From an optimization exercise on the open Yosys and OpenROAD flow, aimed at small area; shortcuts taken in it are not production practice. Only simulation tests tie the RTL to the original design; equivalence was not proved. Power is estimated from default activity; no workload was simulated.

==> build 26 <==
==> flow/design.v <==
`timescale 1ns / 1ps
package sdc_pkg;
   localparam int ACCEL_W      = 16;
   localparam int TIME_W       = 32;
   localparam int THR_W        = 15;
   localparam int INTV_W       = 16;
   localparam int STEP_COUNT_W = 24;
   localparam int CAD_W        = 17;
   localparam int CSR_IDX_W    = 3;
   localparam int CSR_DATA_W   = 16;
   localparam int COUNT_WIDTH_DEF = 24;
   localparam logic [CSR_IDX_W-1:0] CSR_PEAK_THRESHOLD  = 3'd0;
   localparam logic [CSR_IDX_W-1:0] CSR_RELEASE_MARGIN  = 3'd1;
   localparam logic [CSR_IDX_W-1:0] CSR_MIN_INTERVAL_MS = 3'd2;
   localparam logic [CSR_IDX_W-1:0] CSR_MAX_INTERVAL_MS = 3'd3;
   localparam logic [CSR_IDX_W-1:0] CSR_IDLE_TIMEOUT_MS = 3'd4;
   localparam logic [THR_W-1:0]  PEAK_THRESHOLD_RST  = 15'd3072;
   localparam logic [THR_W-1:0]  RELEASE_MARGIN_RST  = 15'd256;
   localparam logic [INTV_W-1:0] MIN_INTERVAL_RST    = 16'd200;
   localparam logic [INTV_W-1:0] MAX_INTERVAL_RST    = 16'd3000;
   localparam logic [INTV_W-1:0] IDLE_TIMEOUT_RST    = 16'd2500;
   localparam int MUL_W  = 17;
   localparam int PROD_W = 32;
   localparam int                 DIV_W     = 24;
   localparam logic [DIV_W-1:0]   DIV_NUMER = 24'd15360000;  
   localparam logic [CAD_W-1:0]   CAD_MAX   = 17'd131071;
   localparam logic [MUL_W-1:0]   W_OLD     = 17'd179;
   localparam logic [MUL_W-1:0]   W_NEW     = 17'd77;
   localparam logic [PROD_W-1:0]  AVG_ROUND = 32'd128;
   typedef struct packed {
      logic busy;
      logic done;
   } sdc_div_stat_type;
endpackage
`timescale 1ns / 1ps
`timescale 1ns / 1ps
module step_detector_cadence_core #(
   parameter int COUNT_WIDTH = 24
) (
   input  logic               clock,
   input  logic               reset,
   input  logic               csr_we,
   input  logic [2:0]         csr_index,
   input  logic [15:0]        csr_wdata,
   input  logic               req_valid,
   output logic               req_stall,
   input  logic signed [15:0] req_accel_x,
   input  logic signed [15:0] req_accel_y,
   input  logic signed [15:0] req_accel_z,
   input  logic [31:0]        req_time_ms,
   input  logic               req_clear_count,
   output logic               rsp_valid,
   input  logic               rsp_stall,
   output logic               rsp_stepped,
   output logic [23:0]        rsp_step_count,
   output logic [16:0]        rsp_cadence
);
   localparam logic [2:0] P_IDLE = 3'd0, P_M1 = 3'd1, P_M2 = 3'd2, P_DL = 3'd3,
                          P_DIV = 3'd4, P_AVG = 3'd5, P_LT = 3'd6, P_DONE = 3'd7;
   logic [14:0] thr_ff, mrg_ff;
   logic [15:0] min_ff, max_ff, idle_ff;
   localparam logic [15:0] THR_RST = 16'd3072, MRG_RST = 16'd256, MIN_RST = 16'd200,
                           MAX_RST = 16'd3000, IDLE_RST = 16'd2500;
   wire [15:0] rmask = {16{reset}};
   wire [15:0] thr_d  = (csr_wdata & ~rmask) | (THR_RST & rmask);
   wire [15:0] mrg_d  = (csr_wdata & ~rmask) | (MRG_RST & rmask);
   wire [15:0] min_d  = (csr_wdata & ~rmask) | (MIN_RST & rmask);
   wire [15:0] max_d  = (csr_wdata & ~rmask) | (MAX_RST & rmask);
   wire [15:0] idle_d = (csr_wdata & ~rmask) | (IDLE_RST & rmask);
   wire        wr     = csr_we & ~reset;
   always_ff @(posedge clock) begin
      if (reset || (wr && csr_index == 3'd0)) thr_ff  <= thr_d[14:0];
      if (reset || (wr && csr_index == 3'd1)) mrg_ff  <= mrg_d[14:0];
      if (reset || (wr && csr_index == 3'd2)) min_ff  <= min_d;
      if (reset || (wr && csr_index == 3'd3)) max_ff  <= max_d;
      if (reset || (wr && csr_index == 3'd4)) idle_ff <= idle_d;
   end
   logic [2:0] ph, ph_nx;
   logic [9:0] cnt;
   wire  [4:0] c    = cnt[4:0];
   wire  [3:0] ii   = cnt[3:0];
   wire  [5:0] ka   = cnt[9:4];
   wire  [4:0] nn   = cnt[9:5];
   wire        last32 = &c;
   wire        first  = (c == 5'd0);
   wire        mend   = last32 && (cnt[9:5] == 5'h1F);
   logic [31:0] L;            
   logic [23:0] C;            
   logic [16:0] D;            
   logic        armed, have_last, hit, rsp_valid_ff;
   logic [16:0] Q;
   logic [8:0] acc;
   logic        bw, cc, prev, sub, mlt, sat, rs;
   logic        gt_min, lt_max, gt_idle, gt117;
   wire tb     = req_time_ms[c];
   wire lb     = L[0];
   wire bw_in  = first ? 1'b0 : bw;
   wire db     = tb ^ lb ^ bw_in;
   wire bw_nx  = (~tb & lb) | (~(tb ^ lb) & bw_in);
   localparam logic [6:0] K117 = 7'd117;
   wire minb  = ~c[4] & min_ff[c[3:0]];
   wire maxb  = ~c[4] & max_ff[c[3:0]];
   wire idlb  = ~c[4] & idle_ff[c[3:0]];
   wire k117b = (c < 5'd7) & K117[c[2:0]];
   wire gt_min_nx  = (db != minb)  ? db   : (~first & gt_min);
   wire lt_max_nx  = (db != maxb)  ? maxb : (~first & lt_max);
   wire gt_idle_nx = (db != idlb)  ? db   : (~first & gt_idle);
   wire gt117_nx   = (db != k117b) ? db   : (~first & gt117);
   wire [3:0] mi     = cnt[4:1];
   wire       mb     = cnt[0];
   wire [4:0] mk     = cnt[9:5];
   wire [4:0] jd     = mk - {1'b0, mi};
   wire       jvalid = (mk >= {1'b0, mi}) && !jd[4];
   wire [3:0] j      = jd[3:0];
   wire [3:0] sel    = mb ? j : mi;
   wire [15:0] t16   = {1'b0, thr_ff};
   wire [15:0] m16   = (ph == P_M1) ? 16'd0 : {1'b0, mrg_ff};
   wire xs = req_accel_x[sel];
   wire ys = req_accel_y[sel];
   wire zs = req_accel_z[sel];
   wire ts = t16[sel];
   wire ms = m16[sel];
   logic xl, yl, zl, tl, ml;
   always_ff @(posedge clock) begin
      xl <= xs;
      yl <= ys;
      zl <= zs;
      tl <= ts;
      ml <= ms;
   end
   wire xp = xl & xs;
   wire yp = yl & ys;
   wire zp = zl & zs;
   wire [1:0] nxyz = {1'b0, xp} + {1'b0, yp} + {1'b0, zp};
   wire       neg  = (mi == 4'd15) ^ (j == 4'd15);
   wire       ai   = tl ^ ml;
   wire       aj   = ts ^ ms;
   wire       pp   = ai & aj;
   wire       same = (tl == ts);
   wire       corr = (ph == P_M1) && (mk == 5'd0) && (mi == 4'd0);
   logic [3:0] v_m;
   always_comb begin
      v_m = '0;
      if (mb) begin
         if (jvalid) begin
            v_m = neg ? (4'd0 - {2'b00, nxyz}) : {2'b00, nxyz};
            if (pp) v_m = same ? v_m - 4'd1 : v_m + 4'd1;
         end
         if (corr) v_m = v_m - 4'd1;
      end
   end
   wire rb = sub & ~sat;
   logic tap;
   always_comb begin
      case (ii)
         4'd0: tap = D[0];
         4'd1: tap = Q[0];
         4'd2: tap = D[16];
         4'd3: tap = Q[15];
         4'd4: tap = Q[14];
         4'd5: tap = D[13];
         4'd6: tap = D[12];
         4'd7: tap = Q[11];
         4'd8: tap = D[10];
         default: tap = 1'b0;
      endcase
   end
   wire [5:0] te  = ka - ((ii == 4'd0) ? 6'd0 : {2'b00, ii} - 6'd1);
   wire       v_a = tap & (te <= 6'd16);
   wire [8:0] v9  = (ph == P_AVG) ? {8'd0, v_a} : {{5{v_m[3]}}, v_m};
   wire [8:0] nxt = acc + v9;
   wire              col_end = (ph == P_AVG) ? (ii == 4'd15) : last32;
   wire              obit = nxt[0];
   wire nbit = (nn == 5'd2) | (nn == 5'd3);
   wire da   = first ? nbit : prev;
   wire dbb  = (~c[4] & lb) ^ sub;
   wire dcin = first ? sub : cc;
   wire ds   = da ^ dbb ^ dcin;
   wire dco  = (da & dbb) | (dcin & (da ^ dbb));
   wire upd  = hit & have_last & gt_min_nx & lt_max_nx;
   wire kill = ~hit & gt_idle_nx;
   wire start = (ph == P_IDLE) && req_valid && !rsp_valid_ff && last32;
   wire accept = (ph == P_DONE) && req_valid;
   always_comb begin
      ph_nx = ph;
      case (ph)
         P_IDLE: if (start) ph_nx = P_M1;
         P_M1:   if (mend) ph_nx = P_M2;
         P_M2:   if (mend) ph_nx = P_DL;
         P_DL:   if (last32) ph_nx = upd ? P_DIV : (hit ? P_LT : P_DONE);
         P_DIV:  if (last32 && nn == 5'd17) ph_nx = P_AVG;
         P_AVG:  if (last32 && nn == 5'd16) ph_nx = P_LT;
         P_LT:   if (last32) ph_nx = P_DONE;
         P_DONE: if (accept) ph_nx = P_IDLE;
         default: ph_nx = P_IDLE;
      endcase
   end
   always_ff @(posedge clock) begin
      if (reset) begin
         ph           <= P_IDLE;
         cnt          <= '0;
         rsp_valid_ff <= 1'b0;
         armed        <= 1'b1;
         have_last    <= 1'b0;
      end else begin
         ph       <= ph_nx;
         cnt[4:0] <= cnt[4:0] + 5'd1;
         if (ph_nx != ph) cnt[9:5] <= '0;
         else if (last32) cnt[9:5] <= cnt[9:5] + 5'd1;
         if (rsp_valid_ff && !rsp_stall) rsp_valid_ff <= 1'b0;
         if (accept) begin
            rsp_valid_ff <= 1'b1;
            have_last    <= have_last | hit;
         end
         if (ph == P_DL && last32) armed <= (mlt & rs) | (armed & ~hit);
      end
   end
   always_ff @(posedge clock) begin
      if (reset || (start && req_clear_count)) C <= '0;
      else if (ph == P_DL && c < 5'd24) C <= {C[0] ^ cc, C[23:1]};
   end
   always_ff @(posedge clock) begin
      if (reset || (ph == P_DL && last32 && kill)) D <= '0;
      else if (ph == P_AVG && col_end)
         D <= {D[0], D[16:10], ((ka >= 6'd8) && (ka <= 6'd24)) ? obit : D[9], D[8:1]};
   end
   logic lin;
   always_comb begin
      if (ph == P_LT) lin = tb;
      else if (ph == P_DL && hit) lin = c[4] ? ((c < 5'd23) & K117[c[2:0]]) : db;
      else lin = lb;
   end
   always_ff @(posedge clock)
      L <= {lin, L[31:17], (ph == P_DIV && !c[4]) ? ds : L[16], L[15:1]};
   always_ff @(posedge clock) begin
      if (start || (ph == P_M1 && mend)) acc <= '0;
      else if (ph == P_DIV && ph_nx == P_AVG) acc <= {2'b01, rb, 2'b00, rb, rb, 1'b0, rb};
      else acc <= col_end ? {nxt[8], nxt[8:1]} : nxt;
   end
   always_ff @(posedge clock) begin
      bw      <= bw_nx;
      prev    <= L[16];
      gt_min  <= gt_min_nx;
      lt_max  <= lt_max_nx;
      gt_idle <= gt_idle_nx;
      gt117   <= gt117_nx;
      if (ph == P_M1 && mend) hit <= armed & ~nxt[8];
      if (!mb) mlt <= (ts ^ ms) ? ts : (~first & mlt);
      if (ph == P_M2 && mend) rs <= nxt[8];
      if (ph == P_M2 && mend) cc <= hit & ~(&C);
      else if (ph == P_DL) cc <= C[0] & cc;
      else if (ph == P_DIV) cc <= dco;
      if (ph == P_DL && last32) begin
         sat <= ~gt117_nx;
         sub <= 1'b1;
      end else if (ph == P_DIV && c == 5'd16) sub <= ~ds;
   end
   always_ff @(posedge clock) begin
      if (ph == P_DIV && nn != 5'd0 && c <= 5'd15)
         Q <= {Q[0], first ? (sub | sat) : Q[16], Q[15:1]};
      else if (ph == P_AVG && col_end)
         Q <= {Q[0], Q[16:1]};
   end
   assign req_stall      = (ph != P_DONE);
   assign rsp_valid      = rsp_valid_ff;
   assign rsp_stepped    = hit;
   assign rsp_step_count = C;
   assign rsp_cadence    = D;
endmodule
==> flow/flow/run.sh <==
#!/bin/bash
# Standard layout, with two changes: the port buffers are the smallest buffer (buf_1) and
# clock tree synthesis uses clkbuf_4 leaf buffers without dummy loads.
set -euo pipefail
cd "$(dirname "${BASH_SOURCE[0]}")/.."
bash standard.sh synth > synth_flow.log 2>&1
bash standard.sh \
   BUFFER_PORTS_ARGS="-buffer_cell sky130_fd_sc_hd__buf_1" \
   CTS_ARGS="-sink_clustering_enable -repair_clock_nets -dont_use_dummy_load -buf_list sky130_fd_sc_hd__clkbuf_2" \
   finish > layout_flow.log 2>&1
==> flow/standard.sh <==
#!/bin/bash
# synth_recipe.tcl (not shown) runs the flow's synth.tcl, then flattens the netlist and writes it again
# the make line also repeats each setting of config.mk as NAME=value (left out here)
make -C /OpenROAD-flow-scripts/flow DESIGN_CONFIG=/design/flow/config.mk WORK_HOME=/design/flow/orfs CLKGATE_MAP_FILE= SYNTH_SCRIPT=/design/flow/synth_recipe.tcl "${@:-finish}"
==> flow/config.mk <==
export PLATFORM = sky130hd
export DESIGN_NAME = step_detector_cadence_core
export DESIGN_NICKNAME = step_detector_cadence_core
export VERILOG_FILES = /design/flow/design.v
export SDC_FILE = /design/flow/constraint.sdc
export NUM_CORES = 4
export LEC_CHECK = 0
export CAP_MARGIN = 20
export CORE_MARGIN = 2
export CORE_UTILIZATION = 40
export SLEW_MARGIN = 20
==> flow/constraint.sdc <==
create_clock -name core_clock -period 9.0 [get_ports {clock}]
set_input_delay 1.8000 -clock core_clock [delete_from_list [all_inputs] [get_ports {clock}]]
set_output_delay 1.8000 -clock core_clock [all_outputs]
set_load 0.01 [all_outputs]
==> inputs of build 91, as changes to build 26 <==
--- a/flow/design.v
+++ b/flow/design.v
@@ -88,8 +88,9 @@
    logic [23:0] C;            
    logic [16:0] D;            
-   logic        armed, have_last, hit, rsp_valid_ff;
+   logic        armed, have_last, hit, rsp_valid_ff, cpend;
+   wire         cclr = req_clear_count | cpend;    
    logic [16:0] Q;
-   logic [8:0] acc;
-   logic        bw, cc, prev, sub, mlt, sat, rs;
+   logic [7:0] acc;
+   logic        bw, cc, prev, sub, mlt, rs;
    logic        gt_min, lt_max, gt_idle, gt117;
    wire tb     = req_time_ms[c];
@@ -138,5 +139,4 @@
    wire       pp   = ai & aj;
    wire       same = (tl == ts);
-   wire       corr = (ph == P_M1) && (mk == 5'd0) && (mi == 4'd0);
    logic [3:0] v_m;
    always_comb begin
@@ -147,8 +147,8 @@
             if (pp) v_m = same ? v_m - 4'd1 : v_m + 4'd1;
          end
-         if (corr) v_m = v_m - 4'd1;
       end
    end
-   wire rb = sub & ~sat;
+   wire sat = ~gt117;
+   wire rb  = sub & ~sat;
    logic tap;
    always_comb begin
@@ -168,6 +168,6 @@
    wire [5:0] te  = ka - ((ii == 4'd0) ? 6'd0 : {2'b00, ii} - 6'd1);
    wire       v_a = tap & (te <= 6'd16);
-   wire [8:0] v9  = (ph == P_AVG) ? {8'd0, v_a} : {{5{v_m[3]}}, v_m};
-   wire [8:0] nxt = acc + v9;
+   wire [7:0] v9  = (ph == P_AVG) ? {7'd0, v_a} : {{4{v_m[3]}}, v_m};
+   wire [7:0] nxt = acc + v9;
    wire              col_end = (ph == P_AVG) ? (ii == 4'd15) : last32;
    wire              obit = nxt[0];
@@ -201,4 +201,5 @@
          cnt          <= '0;
          rsp_valid_ff <= 1'b0;
+         cpend        <= 1'b1;
          armed        <= 1'b1;
          have_last    <= 1'b0;
@@ -209,4 +210,5 @@
          else if (last32) cnt[9:5] <= cnt[9:5] + 5'd1;
          if (rsp_valid_ff && !rsp_stall) rsp_valid_ff <= 1'b0;
+         if (ph == P_DL && last32) cpend <= 1'b0;
          if (accept) begin
             rsp_valid_ff <= 1'b1;
@@ -217,6 +219,5 @@
    end
    always_ff @(posedge clock) begin
-      if (reset || (start && req_clear_count)) C <= '0;
-      else if (ph == P_DL && c < 5'd24) C <= {C[0] ^ cc, C[23:1]};
+      if (ph == P_DL && c < 5'd24) C <= {(C[0] & ~cclr) ^ cc, C[23:1]};
    end
    always_ff @(posedge clock) begin
@@ -234,7 +235,8 @@
       L <= {lin, L[31:17], (ph == P_DIV && !c[4]) ? ds : L[16], L[15:1]};
    always_ff @(posedge clock) begin
-      if (start || (ph == P_M1 && mend)) acc <= '0;
-      else if (ph == P_DIV && ph_nx == P_AVG) acc <= {2'b01, rb, 2'b00, rb, rb, 1'b0, rb};
-      else acc <= col_end ? {nxt[8], nxt[8:1]} : nxt;
+      if (start) acc <= '1;                   
+      else if (ph == P_M1 && mend) acc <= '0;
+      else if (ph == P_DIV && ph_nx == P_AVG) acc <= {1'b1, rb, 2'b00, rb, rb, 1'b0, rb};
+      else acc <= col_end ? {nxt[7] & (ph != P_AVG), nxt[7:1]} : nxt;
    end
    always_ff @(posedge clock) begin
@@ -244,13 +246,12 @@
       lt_max  <= lt_max_nx;
       gt_idle <= gt_idle_nx;
-      gt117   <= gt117_nx;
-      if (ph == P_M1 && mend) hit <= armed & ~nxt[8];
+      if (ph == P_DL) gt117 <= gt117_nx;    
+      if (ph == P_M1 && mend) hit <= armed & ~nxt[7];
       if (!mb) mlt <= (ts ^ ms) ? ts : (~first & mlt);
-      if (ph == P_M2 && mend) rs <= nxt[8];
-      if (ph == P_M2 && mend) cc <= hit & ~(&C);
-      else if (ph == P_DL) cc <= C[0] & cc;
+      if (ph == P_M2 && mend) rs <= nxt[7];
+      if (ph == P_M2 && mend) cc <= hit & (cclr | ~(&C));
+      else if (ph == P_DL) cc <= C[0] & ~cclr & cc;
       else if (ph == P_DIV) cc <= dco;
       if (ph == P_DL && last32) begin
-         sat <= ~gt117_nx;
          sub <= 1'b1;
       end else if (ph == P_DIV && c == 5'd16) sub <= ~ds;
==> flow/flow/run.sh (replaced) <==
#!/bin/bash
# Standard synthesis and layout, with two changes: the port buffers are the smallest buffer
# (buf_1), and clock tree synthesis uses clkbuf_4 buffers in clusters of up to 8 and no dummy loads.
set -euo pipefail
cd "$(dirname "${BASH_SOURCE[0]}")/.."
bash standard.sh synth > synth_flow.log 2>&1
bash standard.sh \
   BUFFER_PORTS_ARGS="-buffer_cell sky130_fd_sc_hd__buf_1" \
   CTS_ARGS="-sink_clustering_enable -repair_clock_nets -dont_use_dummy_load -buf_list sky130_fd_sc_hd__clkbuf_4 -sink_clustering_size 8 -sink_clustering_max_diameter 40" \
   finish > layout_flow.log 2>&1
Settings changed: CORE_UTILIZATION 40 to 65, PLACE_DENSITY set to 0.75.
==> comparison <==
Of build 26 and build 91, build 91 has the higher global-route usage (gap 9.2 points).
Of build 26 and build 91, build 91 has the higher hold slack (gap 0.019 ns).
Build 91 completed with no timing, DRC or antenna violations. Build 26 produced a clean layout.
Between build 91 and build 26, the lower non-clock buffer count is in build 91 (gap 5).
In sequential power, build 26 and build 91 hardly differ.

[port drivers added, routing unchanged]
In the flow no input, the clock included, has a driving cell. The finished layouts below were timed again as built, in two steps.
Step 1 sets driving cells, clkbuf_16 on the clock port and buf_2 on the other inputs (assumed; they add their load-dependent delay and slew).
Step 2 moves the port delays by t, midway between the first and last clock arrival at a register: inputs arrive t later, outputs are due t later. That takes back most of the time a late clock gives input paths.
a / b / c = no drivers / after step 1 / after step 2; a / b = the first two.
run	t (ns)	slack for setup (ns)	worst hold slack (ns)	worst data-port slew with drivers (ns)
build 26	0.818	0.849 / 0.849 / 0.849	0.312 / 0.312 / 0.312	0.04
build 91	0.659	1.693 / 1.693 / 1.693	0.331 / 0.331 / 0.331	0.05
After both steps every run listed still meets setup and hold.
